Background: an optimization exercise with open tools, aiming at small area, a short achievable clock period and few clock cycles per item. Do not read the settings as production practice. In this exercise RTL edits were held to simulation tests only and were not proved equivalent to the original. Power is estimated from default activity; no workload was simulated.

## config.mk

```make
export PLATFORM = sky130hd
export DESIGN_NAME = ysyx_25030085_mc_core
export DESIGN_NICKNAME = ysyx_25030085_mc_core
export VERILOG_FILES = /design/flow/design.v
export SDC_FILE = /design/flow/constraint.sdc
export NUM_CORES = 4
export LEC_CHECK = 0
export CAP_MARGIN = 20
export CORE_MARGIN = 2
export CORE_UTILIZATION = 30
export SLEW_MARGIN = 20
```

## constraint.sdc

```tcl
create_clock -name core_clock -period 12.0 [get_ports {clk}]
set_input_delay 2.4000 -clock core_clock [delete_from_list [all_inputs] [get_ports {clk}]]
set_output_delay 2.4000 -clock core_clock [all_outputs]
set_load 0.01 [all_outputs]
```

## design.v

```verilog
module ysyx_25030085_mc_core #(
   parameter logic [31:0] RESET_PC = 32'h8000_0000,
   parameter int          NR_REGS  = 16
) (
   input  logic        clk,
   input  logic        rst,
   output logic        ifu_req_valid,
   input  logic        ifu_req_ready,
   output logic [31:0] ifu_req_addr,
   input  logic        ifu_rsp_valid,
   input  logic [31:0] ifu_rsp_inst,
   output logic [31:0] pc_out,
   output logic        commit_valid,
   output logic [31:0] commit_pc,
   output logic [4:0]  commit_rd,
   output logic [31:0] commit_wdata,
   output logic        halt,
   output logic        illegal
);
   localparam int AW = $clog2(NR_REGS);
   localparam logic [5:0] NR = 6'(NR_REGS);
   typedef enum logic [2:0] {
      S_IDLE, S_FETCH, S_WAIT, S_EXEC, S_HALT
   } state_t;
   state_t      r_state, w_next;
   logic [31:0] r_pc, r_ir;
   logic [31:0] r_gpr [NR_REGS];
   logic        r_illegal;
   logic [6:0]  w_op, w_f7;
   logic [4:0]  w_rd, w_rs1, w_rs2;
   logic [2:0]  w_f3;
   logic [31:0] w_imm_i, w_imm_u, w_imm_j;
   logic        w_addi, w_add, w_sub, w_lui, w_auipc;
   logic        w_jal, w_jalr, w_ebreak;
   logic        w_use_rs1, w_use_rs2, w_badreg, w_legal, w_wen;
   logic [31:0] w_a, w_b, w_res, w_npc;
   assign w_op  = r_ir[6:0];
   assign w_rd  = r_ir[11:7];
   assign w_f3  = r_ir[14:12];
   assign w_rs1 = r_ir[19:15];
   assign w_rs2 = r_ir[24:20];
   assign w_f7  = r_ir[31:25];
   assign w_imm_i = {{20{r_ir[31]}}, r_ir[31:20]};
   assign w_imm_u = {r_ir[31:12], 12'b0};
   assign w_imm_j = {{12{r_ir[31]}}, r_ir[19:12],
                     r_ir[20], r_ir[30:21], 1'b0};
   assign w_addi   = (w_op == 7'h13) && (w_f3 == 3'd0);
   assign w_add    = (w_op == 7'h33) && (w_f3 == 3'd0)
                     && (w_f7 == 7'h00);
   assign w_sub    = (w_op == 7'h33) && (w_f3 == 3'd0)
                     && (w_f7 == 7'h20);
   assign w_lui    = (w_op == 7'h37);
   assign w_auipc  = (w_op == 7'h17);
   assign w_jal    = (w_op == 7'h6f);
   assign w_jalr   = (w_op == 7'h67) && (w_f3 == 3'd0);
   assign w_ebreak = (r_ir == 32'h0010_0073);
   assign w_use_rs1 = w_addi | w_add | w_sub | w_jalr;
   assign w_use_rs2 = w_add | w_sub;
   assign w_badreg  = (!w_ebreak && ({1'b0, w_rd} >= NR))
                    | (w_use_rs1 && ({1'b0, w_rs1} >= NR))
                    | (w_use_rs2 && ({1'b0, w_rs2} >= NR));
   assign w_legal   = (w_addi | w_add | w_sub | w_lui | w_auipc
                     | w_jal | w_jalr | w_ebreak) && !w_badreg;
   assign w_wen     = w_legal && !w_ebreak && (w_rd != 5'd0);
   assign w_a = r_gpr[w_rs1[AW-1:0]];
   assign w_b = r_gpr[w_rs2[AW-1:0]];
   always_comb begin
      w_res = '0;
      w_npc = r_pc + 32'd4;
      unique case (1'b1)
         w_addi:  w_res = w_a + w_imm_i;
         w_add:   w_res = w_a + w_b;
         w_sub:   w_res = w_a - w_b;
         w_lui:   w_res = w_imm_u;
         w_auipc: w_res = r_pc + w_imm_u;
         w_jal: begin
            w_res = r_pc + 32'd4;
            w_npc = r_pc + w_imm_j;
         end
         w_jalr: begin
            w_res = r_pc + 32'd4;
            w_npc = (w_a + w_imm_i) & ~32'd1;
         end
         default: w_res = '0;
      endcase
   end
   always_ff @(posedge clk or negedge rst) begin
      if (!rst) r_state <= S_IDLE;
      else      r_state <= w_next;
   end
   always_comb begin
      w_next = r_state;
      unique case (r_state)
         S_IDLE:  w_next = S_FETCH;
         S_FETCH: if (ifu_req_ready) w_next = S_WAIT;
         S_WAIT:  if (ifu_rsp_valid) w_next = S_EXEC;
         S_EXEC:  w_next = (!w_legal || w_ebreak) ? S_HALT
                                                   : S_FETCH;
         S_HALT:  w_next = S_HALT;
         default: w_next = S_IDLE;
      endcase
   end
   always_comb begin
      ifu_req_valid = (r_state == S_FETCH);
      commit_valid  = (r_state == S_EXEC) && w_legal;
      commit_pc     = commit_valid ? r_pc : '0;
      commit_rd     = (commit_valid && w_wen) ? w_rd : '0;
      commit_wdata  = (commit_valid && w_wen) ? w_res : '0;
      halt          = (r_state == S_HALT);
      illegal       = r_illegal;
   end
   assign ifu_req_addr = r_pc;
   assign pc_out       = r_pc;
   always_ff @(posedge clk or negedge rst) begin
      if (!rst) begin
         r_pc      <= RESET_PC;
         r_ir      <= '0;
         r_illegal <= 1'b0;
         for (int i = 0; i < NR_REGS; i++) r_gpr[i] <= '0;
      end else begin
         if (r_state == S_WAIT && ifu_rsp_valid)
            r_ir <= ifu_rsp_inst;
         if (r_state == S_EXEC) begin
            if (!w_legal) begin
               r_illegal <= 1'b1;
            end else begin
               if (!w_ebreak) r_pc <= w_npc;
               if (w_wen) r_gpr[w_rd[AW-1:0]] <= w_res;
            end
         end
      end
   end
endmodule
```

## run.sh

```bash
#!/bin/bash
# synth_recipe.tcl (not shown) runs the flow's synth.tcl, then flattens the netlist and writes it again
# the make line also repeats each setting of config.mk as NAME=value (left out here)
make -C /OpenROAD-flow-scripts/flow DESIGN_CONFIG=/design/flow/config.mk WORK_HOME=/design/flow/orfs CLKGATE_MAP_FILE= SYNTH_SCRIPT=/design/flow/synth_recipe.tcl finish
```

==> metrics.md <==
| Metric | Value |
|---|---|
| Cell area after layout | 0.0428 sq mm |
| Synth Instances | 4330 |
| Pleak | 17.8 nW |
| Most frequent cells in the layout | dfrtp_1 (574), nand2_1 (456), o21ai_0 (422) |
| DR pass1 iterations | 19 |
| Startpoint Class | flop |
| Final hold violation count | 0 |
| GP Congestion | 0.999 |
| Yosys top cell area share | 38.9% |
| Final setup TNS | 0 ns |
| Full die area | 0.127 sq mm |
| # IOs | 173 |
| Worst skew pair latency | 0.67 ns |
| Critical-path cell list | clkinv_1, a221oi_1, a41oi_1, o22ai_1, nand2_1, or4b_1, nor2b_1, nand2_1, nand2_1, xnor2_1, ha_1, o21a_1, o21a_1, a22oi_1, a21boi_0, a21oi_1, a21o_1, a21oi_1, xnor2_1, a221oi_2, nor2_1, clkdlybuf4s50_1 |
| Final period utilization | 94.9% |
| Critical R2R Launch | r_ir[21] |
| WHS Path Cells | 0 |
| # port buffers | 168 |
| CTS Buf Count | 68 |
| Max-Slew Margin vs Limit | 13.8% |
| Fmax | 87.8 MHz |
| RSZ-0062 raised after global routing | no |
| Detailed Place HPWL | 120 mm |
| Layout cells sized above 1 | 9.46% |
| Post-DP Area | 0.0403 sq mm |
| Outcome | no timing/DRC/antenna violations |
| Worst path buffer plus inverter count | 2 |
| Reg-to-reg critical path endpoint | r_gpr[10][19] |
| CTS sink count | 579 |
| Die span in y | 356 microns |
| Dominant cells by area after synthesis | dfrtp_1 (39%), o21ai_0 (5.7%), a21oi_1 (5.3%), nand2_1 (4.6%), a22oi_1 (4.1%) |
| Syn avg cell area | 8.58 sq um |
| Library cells used by synthesis | 98 |
| Rows | 129 |
| Crit end category | output pin |
| Root buf cell | clkbuf_16 |
| Vias | 37200 |
| Drt wl/cell | 29.3 microns |
| Worst Path Required | 9.60 ns |
| Max stage delay on crit path | 0.99 ns |
| Gr usage total | 26.9% |
| Cell family with most CP delay | compound AO/OA/AOI/OAI gates |
| Detailed Route WL | 176 mm |
| Max clock buf depth | 3 |
| Hold worst-path end | r_gpr[0][7] |
| Worst setup margin | 0.609 ns |
| Vias per cell | 6.21 |
| EDFF count, synth | 0 |
| R2R Setup Slk | 3.67 ns |
| Final #Nets | 4447 |
| Area Growth Syn to Fin | 15.1% |
| Initial antenna violation count | 3 |
| Fill count | 12800 |
| CP dominant cell by count | nand2_1 |
| Initial core utilization | 30.1% |
| FF+latch count, synth | 579 |
| CTS Hold Buffers Added | 0 |
| Number of global-route vias before repair | 35200 |
| Max Cap Violations | 0 |
| Final Util | 34.7% |
| 1st-iter DRT viols | 5771 |
| Minimum clock period | 11.39 ns |
| CP Launch Point | r_ir[21] |
| Final setup vio count | 0 |
| First-pass GRT wire length | 251 mm |
| Antenna viol nets, final | 0 |
| H-tree lvl count | 3 |
| TritonCTS clock tree | yes |
| Critical path class | reg -> out |
| Post-Place Setup Slack | 1.63 ns |
| Mapped cell area | 0.0372 sq mm |
| Post-cts sizing count | 0 |
| Largest net degree at the start of global routing | 152 |
| Synth async-reset ratio | 100% |
| Top FF cell, synth | dfrtp_1 |
| R2R depth | 22 |
| Core area | 0.123 sq mm |
| HP Class | reg -> reg |
| CP arrival | 8.99 ns |
| Final Slew Violations | 0 |
| Final cell count without fillers | 5995 |
| GRT overflow | 0 |
| CP Max Fanout | 44 |
| Min-delay src | r_gpr[0][7] |
| Commonest non-fill, non-tap cell in the layout | dfrtp_1 |
| Clock transition at the registers of the reported paths | 0.06 ns |
| Placed cells | 5868 |
| Setup repair bufs after CTS | 0 |
| Power Density | 217 mW/mm^2 |
| Worst Max-Slew Pin Slew | 1.29 ns |
| Leading area contributor after synthesis | dfrtp_1 |
| Sequential element share of the synthesized area | 39.0% |
| DRC | 0 |
| Yosys warnings | 2 |
| Die W | 356 microns |
| Final setup skew | 0.0508 ns |
| Slowest-stage cell, CP | clkinv_1 |
| Peak VDD IR | 0.000132 V |
| Crit. path cell count | 22 |
==> flip-flops by register name (all words and copies together) (netlist names) <==
register / flops
r_gpr: 512
r_state: 3
r_ir: 32
r_pc: 31
r_illegal: 1
==> worst register-to-register path, stage by stage, from the launching register on <==
cell and delay, ns:
dfrtp_4 0.85, clkinv_1 1.01, a221oi_1 0.56, a41oi_1 0.11, o22ai_1 0.69, nand2_1 0.08, or4b_1 0.54, nor2b_1 0.39
nand2_1 0.10, nand2_1 0.09, xnor2_1 0.09, ha_1 0.37, o21a_1 0.20, o21a_1 0.16, a22oi_1 0.17, a21boi_0 0.65
a21oi_1 0.21, a21o_1 0.23, a21oi_1 0.17, xnor2_1 0.10, a221oi_2 0.92, buf_4 0.38, o21ai_0 0.13
==> through the flow <==
step	hold WS, ns	power [W]
after global routing	0.419	0.00953
after detailed placement	0.389	0.00675
final	0.409	0.00927
after global placement	0.388	0.00674
after floorplan	0.442	0.00513
after CTS	0.406	0.00902
==> layout make-up <==
type                       count  area (sq um)  share of cell area [%]
antenna                        3          7.51                  0.0175
clock buffer                  96          1990                    4.65
clock inverter                27           413                   0.965
inverter                      42           158                   0.368
multi-input combinational   3305         20900                    48.8
sequential                   579         14500                    33.9
tap                         1637          2050                    4.79
timing repair buffer         306          2790                    6.52
==> synth_stat cells, drive strengths merged (11+ instances only) <==
cell type,n
nor2,399
xnor2,82
o21ai,433
clkbuf,269
a221oi,86
o211ai,11
dfrtp,578
a22o,58
nand4,59
o221ai,16
a22oi,205
nand3b,28
a31oi,28
and3,32
and2,62
a21o,58
inv,42
nand3,97
buf,138
nor4,14
mux4,16
o22a,37
nor2b,38
nand2b,52
a21oi,397
a211oi,23
mux2i,48
or3,18
o21bai,11
mux2,58
o21a,18
xor2,57
o22ai,44
nand2,457
ha,105
nor3,58
a32oi,16
==> layer usage <==
| layer | part of all wire, % | track usage [%] | up-vias |
|---|---|---|---|
| li1 | - | - | 15800 |
| met1 | 39 | 35.2 | 17900 |
| met2 | 41 | 38.6 | 2843 |
| met3 | 14 | 9.83 | 661 |
| met4 | 6.1 | 13.5 | 2 |
| met5 | 0.017 | 0 | - |
==> power by group <==
group          switching [W]  internal [W]
registers           0.000331       0.00203
clock network       0.000942       0.00132
logic                0.00318       0.00146
==> how the worst max path moves through the flow <==
stage          slack, ns          endpoint
2_1_floorplan       3.68  commit_wdata[31]
3_3_place_gp        1.75  commit_wdata[19]
3_5_place_dp        1.63  commit_wdata[19]
4_1_cts             0.91  commit_wdata[19]
5_1_grt             0.13  commit_wdata[19]
6_report            0.61  commit_wdata[19]
==> cells by family (layout without fill, tap and decap cells) <==
group | Yosys count | after routing | share of synthesized area (%)
AOI/OAI and AO/OA | 1561 | 1561 | 27.1
buffers and inverters | 449 | 471 | 5.67
and+or+nand+nor | 1370 | 1370 | 17.2
DFF | 579 | 579 | 39.0
xor gates and xnor gates | 139 | 139 | 3.28
other | 1 | 7 | 0.0101
muxes | 122 | 122 | 4.03
adders and majority gates | 109 | 109 | 3.75
Testbench counts, summed over its fixed seeds: cycles 97,225, instrs 32,387.

==> static timing again, ports no longer ideal <==
How much do the figures lean on ideal ports? The routed layout below was timed once more, with nothing changed but the port constraints. Step 1 (the two cells are an assumption about what drives the block):
set clk [get_ports {clk}]
set_driving_cell -lib_cell sky130_fd_sc_hd__clkbuf_16 $clk
set_driving_cell -lib_cell sky130_fd_sc_hd__buf_2 [delete_from_list [all_inputs] $clk]
Step 2, shift: input delay + t, output delay - t, t = (earliest + latest rising clock arrival at the registers) / 2. This alone moves slack from input paths to output paths. a / b / c = ideal / step 1 / step 2; a / b = the first two.
t (ns): 0.729
slack for setup (ns): 0.609 / 0.525 / 1.254
slew at the worst register clock pin (ns): 0.07 / 0.07
pins driven straight from the clock port: 1
After both steps this run still meets setup and hold. For this run, drivers alone change the setup slack by -0.084 ns; drivers and shift together by +0.645 ns.
